Context: an optimization exercise on an open-source flow, tuned for small area and a short achievable clock period. The choices shown serve that exercise and are no tape-out recipe. The RTL was checked by simulation tests, not by an equivalence proof against the original design. The clock port is modelled as an ideal driver, which makes a skipped or thinned clock tree look cheaper than it is; a real chip needs a root buffer or a tree. Power and IR drop assume default switching activity.

## 12-23
## scoreboard_ctrl
module scoreboard_ctrl (
    input  logic                      clk,
    input  logic                      rst,
    input  sb_pkg::inst_t             inst,
    input  logic                      inst_valid,
    input  logic [sb_pkg::num_fu-1:0] fu_done,
    output logic                      issue_ack,
    output logic [sb_pkg::num_fu-1:0] ro_en,
    output sb_pkg::fu_op_t            ro_op,
    output sb_pkg::reg_idx_t          rs1_ctrl,
    output sb_pkg::reg_idx_t          rs2_ctrl,
    output logic                      reg_write,
    output sb_pkg::fu_id_t            wb_fu,
    output sb_pkg::reg_idx_t          rd_ctrl
);
Settings: LEC_CHECK=0, CAP_MARGIN=20, CORE_MARGIN=2, CORE_UTILIZATION=73, SETUP_SLACK_MARGIN=1.5, SLEW_MARGIN=20; clock period 4.5 ns.
standard.sh (not shown) runs the stock make flow with config.mk's settings and CLKGATE_MAP_FILE= SYNTH_SCRIPT=/design/flow/synth_recipe.tcl, a recipe that flattens the netlist after the stock synthesis.
==> flow/flow/run.sh <==
#!/bin/bash
# Standard ORFS layout with two changes: the port buffers are plain buffers
# instead of the delay cells buffer_ports picks on its own, and the clock tree
# uses smaller clock buffers and no dummy balancing loads.
set -euo pipefail
export BUFFER_PORTS_ARGS="-buffer_cell sky130_fd_sc_hd__buf_2"
export CTS_ARGS="-sink_clustering_enable -repair_clock_nets -dont_use_dummy_load -buf_list sky130_fd_sc_hd__clkbuf_8 -sink_clustering_size 30"
bash standard.sh > make.log 2>&1
#### Input delta (09-03 over 12-23)
==> flow/flow/run.sh <==
#!/bin/bash
# Standard ORFS layout with these changes:
#  - synthesis is the standard flow's own script, except that ABC maps with the ORFS speed
#    script minus its final buffering and gate sizing (flow/abc_map.script);
#    the resizer in the later steps sizes the gates against the real timing;
#  - the port buffers are plain buffers instead of the delay cells buffer_ports
#    picks on its own;
#  - the clock tree uses smaller clock buffers and no dummy balancing loads.
set -euo pipefail
here=$(pwd)
{
  echo 'proc abc {args} {'
  echo '  set i [lsearch $args -script]'
  echo "  if {\$i >= 0} { lset args [expr {\$i+1}] $here/flow/abc_map.script }"
  echo '  yosys abc {*}$args'
  echo '}'
  cat synth_recipe.tcl
} > flow/synth_abc.tcl
export BUFFER_PORTS_ARGS="-buffer_cell sky130_fd_sc_hd__buf_2"
export CTS_ARGS="-sink_clustering_enable -repair_clock_nets -dont_use_dummy_load -buf_list sky130_fd_sc_hd__clkbuf_8 -sink_clustering_size 30"
bash standard.sh SYNTH_SCRIPT="$here/flow/synth_abc.tcl" finish > make.log 2>&1
==> flow/flow/abc_map.script (new file) <==
&get -n
&st
&dch
&nf
&st
&syn2
&if -g -K 6
&synch2
&nf
&st
&syn2
&if -g -K 6
&synch2
&nf
&st
&syn2
&if -g -K 6
&synch2
&nf
&st
&syn2
&if -g -K 6
&synch2
&nf
&st
&syn2
&if -g -K 6
&synch2
&nf
&put
==> flow/flow/synth_abc.tcl (new file) <==
proc abc {args} {
  set i [lsearch $args -script]
  if {$i >= 0} { lset args [expr {$i+1}] /design/flow/flow/abc_map.script }
  yosys abc {*}$args
}
proc synth {args} { yosys synth -nofsm -noshare {*}$args }
source $::env(SCRIPTS_DIR)/synth.tcl
# left out here: clear keep_hierarchy, flatten, clean up, hide names made inside functions, write 1_2_yosys.v
diff --git a/flow/config.mk b/flow/config.mk
--- a/flow/config.mk
+++ b/flow/config.mk
@@ -9,3 +9,3 @@
 export CORE_MARGIN = 2
-export CORE_UTILIZATION = 73
+export CORE_UTILIZATION = 70
 export SETUP_SLACK_MARGIN = 1.5
==> comparison <==
- 12-23 ended with every stage complete and zero timing, DRC or antenna violations.
- The final layout from 09-03, which completed every stage, passed the timing, design-rule and antenna checks at the end of the flow.
- Compared with 12-23, 09-03 improves fmax.
- Diff 12-23 -> 09-03: initial antenna violation count about even, mean number of vias per cell saw a decrease.

Another version of the RTL of scoreboard_ctrl (not shown whole).
Size in the first run: about 120 flip-flops.
==> flow/config.mk <==
export PLATFORM = sky130hd
export DESIGN_NAME = scoreboard_ctrl
export DESIGN_NICKNAME = scoreboard_ctrl
export VERILOG_FILES = /design/flow/design.v
export SDC_FILE = /design/flow/constraint.sdc
export NUM_CORES = 4
export LEC_CHECK = 0
export CAP_MARGIN = 20
export CORE_MARGIN = 2
export CORE_UTILIZATION = 70
export SETUP_SLACK_MARGIN = 1.9
export SLEW_MARGIN = 20
==> flow/constraint.sdc <==
create_clock -name core_clock -period 4.5 [get_ports {clk}]
set_input_delay 0.9000 -clock core_clock [delete_from_list [all_inputs] [get_ports {clk}]]
set_output_delay 0.9000 -clock core_clock [all_outputs]
set_load 0.01 [all_outputs]
==> flow/flow/run.sh <==
#!/bin/bash
# Standard ORFS layout with these changes:
#  - the port buffers are plain buffers instead of the delay cells
#    buffer_ports picks on its own;
#  - the clock tree is a balanced two-level tree built by flow/manual_cts.tcl
#    (one root buffer, one leaf buffer per group of nearby flops), in place of
#    TritonCTS's H-tree; the rest of the CTS step (legalisation, timing
#    repair) runs unchanged.
set -euo pipefail
here=$(pwd)
export BUFFER_PORTS_ARGS="-buffer_cell sky130_fd_sc_hd__buf_2"
export PRE_CTS_TCL="$here/flow/manual_cts.tcl"
export MCTS_CLK=clk
export MCTS_ROOT=sky130_fd_sc_hd__clkbuf_8
export MCTS_LEAF=sky130_fd_sc_hd__clkbuf_8
export MCTS_NLEAF=8
bash standard.sh > make.log 2>&1
Other scripts of this flow, unchanged in this note and not shown: flow/flow/manual_cts.tcl
Then changed:
--- a/flow/config.mk
+++ b/flow/config.mk
@@ -9,4 +9,5 @@
 export CORE_MARGIN = 2
 export CORE_UTILIZATION = 70
-export SETUP_SLACK_MARGIN = 1.9
+export GPL_ROUTABILITY_DRIVEN = 0
+export SETUP_SLACK_MARGIN = 2.0
 export SLEW_MARGIN = 20
Outcome: Die area stays the same. Combinational power is higher by about 5%. Via count rises by 4.0%. Synthesized cell count stays the same. Wire length went up by about 1.7%. Power went up by 1.8%. Final area grows by about 2.7%. Setup slack improved by 22 ps. Clock power barely changes. Worst hold slack stays flat. Area after synthesis does not change.
Then changed:
--- a/flow/flow/run.sh
+++ b/flow/flow/run.sh
@@ -9,5 +9,5 @@
 set -euo pipefail
 here=$(pwd)
-export BUFFER_PORTS_ARGS="-buffer_cell sky130_fd_sc_hd__buf_2"
+export BUFFER_PORTS_ARGS="-buffer_cell sky130_fd_sc_hd__buf_1"
 export PRE_CTS_TCL="$here/flow/manual_cts.tcl"
 export MCTS_CLK=clk
--- a/flow/config.mk
+++ b/flow/config.mk
@@ -8,6 +8,5 @@
 export CAP_MARGIN = 20
 export CORE_MARGIN = 2
-export CORE_UTILIZATION = 70
-export GPL_ROUTABILITY_DRIVEN = 0
+export CORE_UTILIZATION = 65
 export SETUP_SLACK_MARGIN = 2.0
 export SLEW_MARGIN = 20
The new run went through all stages and came out clean.
Worst setup slack is about the same.
Power came out higher by 0.53%.
Final cell count came out higher by 2.5%.
Routed wire length came out higher by 3.3%.
Cell area came out higher by 1.2%.
Then changed:
--- a/flow/flow/run.sh
+++ b/flow/flow/run.sh
@@ -9,5 +9,5 @@
 set -euo pipefail
 here=$(pwd)
-export BUFFER_PORTS_ARGS="-buffer_cell sky130_fd_sc_hd__buf_1"
+export BUFFER_PORTS_ARGS="-buffer_cell sky130_fd_sc_hd__buf_2"
 export PRE_CTS_TCL="$here/flow/manual_cts.tcl"
 export MCTS_CLK=clk
--- a/flow/config.mk
+++ b/flow/config.mk
@@ -8,5 +8,6 @@
 export CAP_MARGIN = 20
 export CORE_MARGIN = 2
-export CORE_UTILIZATION = 65
+export CORE_UTILIZATION = 70
+export GPL_TIMING_DRIVEN = 0
 export SETUP_SLACK_MARGIN = 2.0
 export SLEW_MARGIN = 20
Effect: Cell count rises by a few percent. Critical path depth went up by 2. Via count came out higher by about a fifth. Sequential cell count does not change. Global-route usage grows by 5.3 points.
Then changed:
--- a/flow/config.mk
+++ b/flow/config.mk
@@ -8,6 +8,5 @@
 export CAP_MARGIN = 20
 export CORE_MARGIN = 2
-export CORE_UTILIZATION = 70
-export GPL_TIMING_DRIVEN = 0
+export CORE_UTILIZATION = 72
 export SETUP_SLACK_MARGIN = 2.0
 export SLEW_MARGIN = 20
=> Design area shrinks by 13%. Sequential power grows by about 2%. Die area shrinks by 2.7%. Worst setup slack improves by 330 ps. Global-route usage shrinks by 2.1 points.
Then changed:
--- a/flow/config.mk
+++ b/flow/config.mk
@@ -8,5 +8,5 @@
 export CAP_MARGIN = 20
 export CORE_MARGIN = 2
-export CORE_UTILIZATION = 72
+export CORE_UTILIZATION = 70
 export SETUP_SLACK_MARGIN = 2.0
 export SLEW_MARGIN = 20
=> Sequential share of layout area goes up by 0.34 points. Hold slack barely changes. Area after synthesis stays the same.
No run of this note takes its clock network from TritonCTS; it comes from the design's own scripts or RTL.

## what the ideal ports hide
How much do the figures lean on ideal ports? The routed layouts below were timed once more, with nothing changed but the port constraints.
Step 1: set_driving_cell puts a clkbuf_16 on clk and a buf_2 on each other input, an assumption about the parent block.
Step 2, shift: input delay + t, output delay - t, t = (earliest + latest rising clock arrival at the registers) / 2. This alone moves slack from input paths to output paths.
a / b / c = ideal ports / drivers / drivers and shift; a / b = the first two.
| run | t, ns | slack for setup (ns) | worst setup path at the end |
|---|---|---|---|
| 12-23 | 0.466 | 1.484 / 1.446 / 1.165 | input to register |
| 09-03 | 0.456 | 1.607 / 1.572 / 1.370 | input to register |
| the first run of note 2 | 0.430 | 1.972 / 1.986 / 1.555 | input to register |
| the second run of note 2 | 0.442 | 1.994 / 1.970 / 1.556 | input to register |
| the third run of note 2 | 0.436 | 1.994 / 1.994 / 1.560 | input to register |
| the fourth run of note 2 | 0.442 | 1.711 / 1.715 / 1.273 | input to register |
| the fifth run of note 2 | 0.434 | 2.041 / 2.013 / 1.619 | input to register |
| the sixth run of note 2 | 0.421 | 2.049 / 2.019 / 1.624 | input to register |
After both steps setup and hold are still met in every run listed.
